Background: an optimization exercise with open tools, aiming at small area, a short achievable clock period and few clock cycles per item. Do not read the settings as production practice.
At most, simulation tests tie the RTL to the original design; equivalence was not proved.
Power figures rest on the tool's default switching activity, not on a simulated workload.

Setup of job 9190:
## ansi_escape_sgr_parser
module ansi_escape_sgr_parser #(
    parameter int QD = 3         
) (
    input  logic                  aclk,
    input  logic                  aresetn,
    input  logic                  cfg_wr_en,
    input  logic [CFG_IDX_W-1:0]  cfg_index,
    input  logic [CFG_DATA_W-1:0] cfg_wr_data,
    input  logic                  s_valid,
    output logic                  s_ready,
    input  logic [7:0]            s_byte_in,
    output logic                  m_valid,
    input  logic                  m_ready,
    output logic [1:0]            m_result_kind,
    output logic [7:0]            m_char_code,
    output logic [23:0]           m_text_rgb,
    output logic [23:0]           m_back_rgb,
    output logic [1:0]            m_weight,
    output logic                  m_italic,
    output logic                  m_underline,
    output logic                  m_last
);
For scale: about 1200 cells after synthesis, about 210 flip-flops, roughly 110 I/O pins, roughly 9800 um2 of cells after synthesis.
clock: 5.0 ns
lec_check: 0
abc_area: 1
cap_margin: 20
core_margin: 2
core_utilization: 40
cts_cluster_diameter: 100
cts_cluster_size: 30
setup_slack_margin: 2.9
slew_margin: 20
tns_end_percent: 0
standard.sh (not shown) runs the stock make flow with config.mk's settings and CLKGATE_MAP_FILE= SYNTH_SCRIPT=/design/flow/synth_recipe.tcl, a recipe that flattens the netlist after the stock synthesis.
==> flow/flow/run.sh <==
#!/bin/bash
# Standard layout, with the port buffers made from a plain buffer cell.
set -euo pipefail
export BUFFER_PORTS_ARGS="-buffer_cell sky130_fd_sc_hd__buf_2"
bash standard.sh > standard.log 2>&1
Relative to job 9190, the following input files were edited for job 1797:
Settings: SETUP_SLACK_MARGIN now 3.2, was 2.9.
Job 1797 vs job 9190, kind of critical path: flip-flop to output pin vs input pin to flip-flop. A timing startpoint of the critical path of q0_char[2] is what job 1797 shows, while s_byte_in[1] belongs to job 9190. Per the comparison of job 1797 with job 9190, utilization grew by 2.2 points, count of fill cells added during filler insertion shrank by about 2.6%, aggregate routed wire length grew by 4.9%.
Edits applied to the flow inputs when going from job 1797 to job 3923:
Settings: clearing CTS_CLUSTER_SIZE, which used to be 30; clearing CTS_CLUSTER_DIAMETER, which used to be 100.
Findings:
- Taking job 1797 as the reference, in job 3923 setup slack saw a decrease; count of placed standard cells in the final layout, fillers left out saw an increase; fraction of layout cells with a size suffix above 1 saw an increase; post-route cell area saw an increase; overall power consumption saw an increase.
- Compared with job 1797, the detailed router inserted more vias in job 3923.
- On worst hold slack, the lower figure sits with job 3923, not job 1797.
- Worst-path cell with the longest stage delay = sky130_fd_sc_hd__dfxtp_1: job 3923; worst-path cell with the longest stage delay = sky130_fd_sc_hd__edfxtp_1: job 1797
- Relative to job 1797, growth of design area from synthesis to finish has gone up in job 3923.
Edits applied to the flow inputs when going from job 3923 to job 5253:
Settings: putting CTS_CLUSTER_SIZE at 24 where nothing was set; putting CTS_CLUSTER_DIAMETER at 100 where nothing was set.
Results
When job 5253 is set beside job 3923, its final cell count turns out to be 1.1% smaller. As of job 5253, final area had fallen slightly compared to job 3923. Summary of job 5253 over job 3923: wire length +1.2%, core utilization moved down, signed area change from the synthesized netlist to the final layout fell 2.0 points, power density of the placed cells lower, post-synth net total barely changed. Comparing job 5253 and job 3923, the lower power in the clock group was measured on job 5253. Between job 5253 and job 3923, the combinational power share is lower for job 3923. Against job 3923, job 5253 comes in about 2.5% lower on leakage power summed over all cells. Status: die outline area parity (job 3923, job 5253).
Function was not checked in any run of this note: the RTL went through the layout flow alone.

========
Another version of the RTL of ansi_escape_sgr_parser (not shown whole).
Size in the first run: roughly 8900 sq um of cells after synthesis.
Design ansi_escape_sgr_parser, start of the top module:
module ansi_escape_sgr_parser #(
    parameter int QD = 3         
) (
    input  logic                  aclk,
    input  logic                  aresetn,
    input  logic                  cfg_wr_en,
    input  logic [CFG_IDX_W-1:0]  cfg_index,
    input  logic [CFG_DATA_W-1:0] cfg_wr_data,
    input  logic                  s_valid,
    output logic                  s_ready,
    input  logic [7:0]            s_byte_in,
    output logic                  m_valid,
    input  logic                  m_ready,
    output logic [1:0]            m_result_kind,
    output logic [7:0]            m_char_code,
    output logic [23:0]           m_text_rgb,
    output logic [23:0]           m_back_rgb,
    output logic [1:0]            m_weight,
    output logic                  m_italic,
    output logic                  m_underline,
    output logic                  m_last
);
    logic [23:0] dflt_text, dflt_back;
    logic [1:0]  dflt_w;
    logic        dflt_i, dflt_u;
    always_ff @(posedge aclk) begin
        if (!aresetn) begin
            {dflt_text, dflt_back, dflt_w, dflt_i, dflt_u} <= RESET_STYLE;
        end else if (cfg_wr_en) begin
            case (cfg_index)
                3'd0: dflt_text <= cfg_wr_data[23:0];
                3'd1: dflt_back <= cfg_wr_data[23:0];
                3'd2: dflt_w    <= cfg_wr_data[1:0];
                3'd3: dflt_i    <= cfg_wr_data[0];
                3'd4: dflt_u    <= cfg_wr_data[0];
                default: ;
            endcase
        end
    end
    logic [7:0] ib;
    logic       ib_m;
    assign ib   = s_byte_in;
    assign ib_m = (s_byte_in == CHAR_SGR);
    logic m_nrm, m_cr, m_esc, m_osc, m_csi;    
    logic lf;
    logic sty;                       
    logic sty_done;                  
    localparam logic [3:0] C_EMPTY = 4'd5;
    localparam logic [3:0] C_OTHER = 4'd6;
    logic [1:0] c_col;
    logic [3:0] c_idx;
    logic c_emp, c_zero, c_one, c_two, c_three, c_four, c_nine, c_ten, c_fg, c_bg;
    assign c_fg    = c_col[0];
    assign c_bg    = c_col[1];
    assign c_emp   = (c_col == 2'd0) && (c_idx == C_EMPTY);
    assign c_zero  = (c_col == 2'd0) && (c_idx == 4'd0);
    assign c_one   = (c_col == 2'd0) && (c_idx == 4'd1);
    assign c_two   = (c_col == 2'd0) && (c_idx == 4'd2);
    assign c_three = (c_col == 2'd0) && (c_idx == 4'd3);
  ...
export LEC_CHECK = 0
export ABC_AREA = 1
export CAP_MARGIN = 20
export CORE_MARGIN = 2
export CORE_UTILIZATION = 60
export CTS_CLUSTER_DIAMETER = 100
export CTS_CLUSTER_SIZE = 24
export SETUP_SLACK_MARGIN = 3.2
export SLEW_MARGIN = 20
export TNS_END_PERCENT = 0
create_clock -name core_clock -period 5.0 [get_ports {aclk}]
Scripts as last shown in full above: flow/flow/run.sh
The baseline went through all stages and came out clean.
Testbench counts at the start, summed over its fixed seeds: cycles 25,402, items 24,000.
Next try:
--- a/flow/config.mk
+++ b/flow/config.mk
@@ -11 +11 @@
-export CORE_UTILIZATION = 60
+export CORE_UTILIZATION = 40
The changed run completed with no timing, DRC or antenna violations.
Design area rose by 2.3%.
Sequential cell count is unchanged.
Global-route usage goes down by 8.7 points.
Power climbs by 0.98%.
First-iteration DRC count came out lower by 32%.

port drivers added, routing unchanged:
The results above use ideal ports. As a check the final layouts listed here were re-extracted and re-timed, cells and wires unchanged. Step 1, drivers: a clkbuf_16 drives aclk and a buf_2 each remaining input, both assumed. Step 2 moves the port delays by t, midway between the first and last clock arrival at a register: inputs arrive t later, outputs are due t later. That takes back most of the time a late clock gives input paths. Three values: ideal ports, drivers, drivers and shift; two values: the first two.
run | t (ns) | slack for setup (ns) | clock arrival spread, ns
job 9190 | 0.512 | 2.786 / 2.810 / 2.297 | 0.021 / 0.021
job 1797 | 0.516 | 2.963 / 2.917 / 2.498 | 0.021 / 0.021
job 3923 | 0.559 | 2.919 / 2.874 / 2.430 | 0.012 / 0.012
job 5253 | 0.529 | 2.962 / 2.914 / 2.511 | 0.026 / 0.026
the first run of note 2 | 0.504 | 2.983 / 2.981 / 2.487 | 0.012 / 0.012
the second run of note 2 | 0.506 | 2.994 / 2.978 / 2.472 | 0.011 / 0.012
After both steps setup and hold are still met in every run listed. The setup slack of the second run of note 2, which loses most, moves by -0.016 ns with the drivers and by -0.522 ns with both steps.
